Background: an optimization exercise with open tools, aiming at small area and a short achievable clock period. Do not read the settings as production practice. Function was checked by simulation only, so behaviour that the tests miss may differ from the original. Power and IR drop assume default switching activity.

==> flow/design.v <==
package bp_pkg;
  localparam int unsigned BP_DW      = 32;
  localparam int unsigned BP_ENTRIES = 16;
  localparam int unsigned BP_CTR_W   = 2;
  localparam int unsigned BP_IDX     = $clog2(BP_ENTRIES);
  typedef logic [BP_CTR_W-1:0] ctr_t;
  typedef struct packed {
    logic                      valid;
    logic [BP_DW-BP_IDX-3:0]   tag;
    logic [BP_DW-1:0]          target;
    ctr_t                      ctr;
  } btb_entry_t;
  function automatic logic [31:0] ctr_weak_t(input int unsigned w);
    ctr_weak_t = 32'd1 << (w - 1);
  endfunction
  function automatic logic [31:0] ctr_weak_nt(input int unsigned w);
    ctr_weak_nt = (32'd1 << (w - 1)) - 32'd1;
  endfunction
endpackage
module bp_sat_ctr #(
  parameter int unsigned W = 2
) (
  input  logic [W-1:0] ctr_i,
  input  logic         inc_i,
  input  logic         force_max_i,
  output logic [W-1:0] ctr_o
);
  localparam logic [W-1:0] MAX = '1;
  always_comb begin
    ctr_o = ctr_i;
    if (force_max_i)
      ctr_o = MAX;
    else if (inc_i) begin
      if (ctr_i != MAX) ctr_o = ctr_i + W'(1);
    end else if (ctr_i != '0)
      ctr_o = ctr_i - W'(1);
  end
endmodule
module branch_predictor #(
  parameter int unsigned DATA_WIDTH = bp_pkg::BP_DW,
  parameter int unsigned ENTRIES    = bp_pkg::BP_ENTRIES,
  parameter int unsigned CTR_WIDTH  = bp_pkg::BP_CTR_W
) (
  input  logic                  clk,
  input  logic                  rst,
  input  logic [DATA_WIDTH-1:0] PCF,
  output logic                  PredTakenF,
  output logic [DATA_WIDTH-1:0] PredTargetF,
  input  logic                  UpdateE,
  input  logic                  JumpE,
  input  logic [DATA_WIDTH-1:0] PCE,
  input  logic                  TakenE,
  input  logic [DATA_WIDTH-1:0] TargetE,
  input  logic                  PredTakenE,
  input  logic [DATA_WIDTH-1:0] PredTargetE,
  output logic                  MispredictE,
  output logic [DATA_WIDTH-1:0] RedirectPCE,
  output logic [31:0]           BranchCnt,
  output logic [31:0]           MissCnt
);
  localparam int unsigned IDX_BITS = $clog2(ENTRIES);
  localparam int unsigned TAG_BITS = DATA_WIDTH - IDX_BITS - 2;
  typedef logic [CTR_WIDTH-1:0] lctr_t;
  localparam lctr_t WEAK_T = lctr_t'(bp_pkg::ctr_weak_t(CTR_WIDTH));
  logic [ENTRIES-1:0]    valid_q;
  logic [ENTRIES-1:0][TAG_BITS-1:0]   tag_q;
  logic [ENTRIES-1:0][DATA_WIDTH-1:0] tgt_q;
  logic [ENTRIES-1:0][CTR_WIDTH-1:0]  ctr_q;
  logic [IDX_BITS-1:0]   idx_f;
  logic [TAG_BITS-1:0]   tag_f;
  logic [ENTRIES-1:0]    dec_f;
  logic [ENTRIES-1:0]    match_f;
  logic                  hit_f;
  logic                  taken_f;
  logic [DATA_WIDTH-1:0] tgt_f;
  assign idx_f = PCF[IDX_BITS+1:2];
  assign tag_f = PCF[DATA_WIDTH-1:IDX_BITS+2];
  always_comb begin
    hit_f   = 1'b0;
    taken_f = 1'b0;
    tgt_f   = '0;
    for (int i = 0; i < int'(ENTRIES); i++) begin
      dec_f[i]   = (idx_f == IDX_BITS'(i));
      match_f[i] = valid_q[i] && (tag_q[i] == tag_f);
      hit_f      = hit_f | (dec_f[i] & match_f[i]);
      taken_f    = taken_f | (dec_f[i] & ctr_q[i][CTR_WIDTH-1]);
      tgt_f      = tgt_f | ({DATA_WIDTH{dec_f[i]}} & tgt_q[i]);
    end
  end
  assign PredTakenF  = hit_f & taken_f;
  assign PredTargetF = {DATA_WIDTH{hit_f}} & tgt_f;
  logic [IDX_BITS-1:0] idx_e;
  logic [TAG_BITS-1:0] tag_e;
  lctr_t               ctr_e;
  logic                hit_e;
  lctr_t               ctr_nxt;
  lctr_t               ctr_d;
  logic                wr_e;
  logic                wr_ctr;
  assign idx_e = PCE[IDX_BITS+1:2];
  assign tag_e = PCE[DATA_WIDTH-1:IDX_BITS+2];
  logic [ENTRIES-1:0]  dec_e;
  logic [TAG_BITS-1:0] tagr_e;
  logic                valid_e;
  always_comb begin
    ctr_e   = '0;
    tagr_e  = '0;
    valid_e = 1'b0;
    for (int i = 0; i < int'(ENTRIES); i++) begin
      dec_e[i] = (idx_e == IDX_BITS'(i));
      ctr_e    = ctr_e | ({CTR_WIDTH{dec_e[i]}} & ctr_q[i]);
      tagr_e   = tagr_e | ({TAG_BITS{dec_e[i]}} & tag_q[i]);
      valid_e  = valid_e | (dec_e[i] & valid_q[i]);
    end
  end
  assign hit_e = valid_e && (tagr_e == tag_e);
  bp_sat_ctr #(.W(CTR_WIDTH)) u_sat_ctr (
    .ctr_i       (ctr_e),
    .inc_i       (TakenE),
    .force_max_i (JumpE),
    .ctr_o       (ctr_nxt)
  );
  assign wr_e   = UpdateE & TakenE;
  assign wr_ctr = UpdateE & (TakenE | hit_e);
  assign ctr_d  = hit_e ? ctr_nxt : (JumpE ? '1 : WEAK_T);
  assign MispredictE = UpdateE &
                       ((TakenE != PredTakenE) |
                        (TakenE & PredTakenE & (TargetE != PredTargetE)));
  logic [DATA_WIDTH-1:0] pce_inc;
  always_comb begin
    pce_inc[1:0] = PCE[1:0];
    for (int k = 2; k < int'(DATA_WIDTH); k++)
      pce_inc[k] = PCE[k] ^ (&(PCE[DATA_WIDTH-1:2] | ((DATA_WIDTH-2)'('1) << (k - 2))));
  end
  assign RedirectPCE = TakenE ? TargetE : pce_inc;
  for (genvar i = 0; i < int'(ENTRIES); i++) begin : g_ent
    logic sel;
    assign sel = dec_e[i];
    always_ff @(posedge clk) begin
      if (rst)             valid_q[i] <= 1'b0;
      else if (wr_e & sel) valid_q[i] <= 1'b1;
    end
    logic we_tt, we_c;
    assign we_tt = wr_e & sel;
    assign we_c  = wr_ctr & sel;
    bp_hold_reg #(.W(TAG_BITS + DATA_WIDTH)) u_tt (
      .clk  (clk),
      .we   (we_tt),
      .we_n (~we_tt),
      .d    ({tag_e, TargetE}),
      .q    ({tag_q[i], tgt_q[i]})
    );
    bp_hold_reg #(.W(CTR_WIDTH)) u_ctr (
      .clk  (clk),
      .we   (we_c),
      .we_n (~we_c),
      .d    (ctr_d),
      .q    (ctr_q[i])
    );
  end
  logic [31:0] branch_cnt_q;
  logic [31:0] miss_cnt_q;
  always_ff @(posedge clk) begin
    if (rst) begin
      branch_cnt_q <= '0;
      miss_cnt_q   <= '0;
    end else begin
      if (UpdateE && branch_cnt_q != '1)   branch_cnt_q <= branch_cnt_q + 32'd1;
      if (MispredictE && miss_cnt_q != '1) miss_cnt_q   <= miss_cnt_q + 32'd1;
    end
  end
  assign BranchCnt = branch_cnt_q;
  assign MissCnt   = miss_cnt_q;
  logic unused_pc_lsb;
  assign unused_pc_lsb = ^{PCF[1:0], PCE[1:0]};
endmodule
module bp_hold_reg #(
  parameter int unsigned W = 1
) (
  input  logic         clk,
  input  logic         we,
  input  logic         we_n,
  input  logic [W-1:0] d,
  output logic [W-1:0] q
);
  always_ff @(posedge clk) q <= ({W{we}} & d) | ({W{we_n}} & q);
endmodule
Settings: LEC_CHECK=0, CAP_MARGIN=20, CORE_MARGIN=2, CORE_UTILIZATION=60, CTS_CLUSTER_DIAMETER=80, CTS_CLUSTER_SIZE=25, SETUP_SLACK_MARGIN=3, SLEW_MARGIN=60, SYNTH_HIERARCHICAL=1, TNS_END_PERCENT=0; clock period 7.0 ns.
standard.sh (not shown) runs the stock make flow with config.mk's settings and CLKGATE_MAP_FILE= SYNTH_SCRIPT=/design/flow/synth_recipe.tcl, a recipe that flattens the netlist after the stock synthesis.
==> flow/flow/run.sh <==
#!/bin/bash
# The standard layout, with two changes to how the resizer may work:
# - the input and output ports are buffered with plain buffers (buf_1)
#   rather than the delay-cell buffers buffer_ports picks by default, so
#   repair_timing can size them;
# - sizing may swap a cell for one with a different footprint.
# make's full output goes to make.log; ORFS keeps each step's log under orfs/logs.
set -euo pipefail
bash standard.sh "BUFFER_PORTS_ARGS=-buffer_cell sky130_fd_sc_hd__buf_1" MATCH_CELL_FOOTPRINT=0 finish > make.log 2>&1
Change:
--- a/flow/flow/run.sh
+++ b/flow/flow/run.sh
@@ -3 +3 @@
-# - the input and output ports are buffered with plain buffers (buf_1)
+# - the input and output ports are buffered with plain buffers (buf_2)
@@ -9 +9 @@
-bash standard.sh "BUFFER_PORTS_ARGS=-buffer_cell sky130_fd_sc_hd__buf_1" MATCH_CELL_FOOTPRINT=0 finish > make.log 2>&1
+bash standard.sh "BUFFER_PORTS_ARGS=-buffer_cell sky130_fd_sc_hd__buf_2" MATCH_CELL_FOOTPRINT=0 finish > make.log 2>&1
- CTS_CLUSTER_SIZE: 25 -> 28
- PLACE_DENSITY: unset -> 0.7
- SLEW_MARGIN: 60 -> 20
=> The changed run completed with no timing, DRC or antenna violations. Clock power rises by about 8%. Combinational power hardly moves. Count of clock-buffer cells in the layout goes down by 4. Area after synthesis does not change. Power rises by 2.0%. Routed wire length went up by 2.2%. Design area is lower by 0.95%. Flip-flop and latch count does not change. Via count goes up by about 1.2%. Non-clock buffer count shrinks by 55.
Change:
- CTS_CLUSTER_SIZE: 28 -> 25
- PLACE_DENSITY: 0.7 -> unset
- SETUP_SLACK_MARGIN: 3 -> 2
- TNS_END_PERCENT: 0 -> 100
After rerunning: Count of clock-buffer cells in the layout went up by 2; die area does not change; via count went down by 0.31%; clock power went down by 7.7%; routed wire length went down by 1.0%; synthesized area does not change.
Change:
- CAP_MARGIN: 20 -> 40
- CTS_CLUSTER_SIZE: 25 -> 28
- PLACE_DENSITY: unset -> 0.7
- SETUP_SLACK_MARGIN: 2 -> 3
- SLEW_MARGIN: 20 -> 40
- TNS_END_PERCENT: 100 -> 0
What happened:
- setup slack loses 0.11 ns
- clock-buffer cell count went down by 3
- non-clock buffer count decreases by 17
- die area is unchanged
- power rises by 1.4%
- cell area came out lower by 1.1%
- synthesized cell count is unchanged
- fmax fell by 1.9%

-- separate check: timing with driven ports --
No port has a modelled driver above. Below, the same layouts with a new extraction and two added sets of constraints.
Step 1 sets driving cells, clkbuf_16 on the clock port and buf_2 on the other inputs (assumed; they add their load-dependent delay and slew).
Step 2, shift: input delay + t, output delay - t, t = (earliest + latest rising clock arrival at the registers) / 2. This alone moves slack from input paths to output paths.
Three values: no drivers, after step 1, after step 2; two values: the first two.
run | t, ns | setup slack, ns | hold WS [ns] | worst data-port slew with drivers (ns)
the first run | 0.743 | 1.258 / 1.196 / 0.978 | 0.478 / 0.478 / 0.478 | 0.10
the second run | 0.738 | 1.439 / 1.343 / 0.711 | 0.482 / 0.482 / 0.482 | 0.21
the third run | 0.748 | 1.434 / 1.292 / 1.017 | 0.473 / 0.473 / 0.473 | 0.15
the fourth run | 0.747 | 1.328 / 1.256 / 0.775 | 0.481 / 0.481 / 0.481 | 0.21
After both steps setup and hold are still met in every run listed. The setup slack of the second run, which loses most, moves by -0.096 ns with the drivers and by -0.728 ns with both steps.
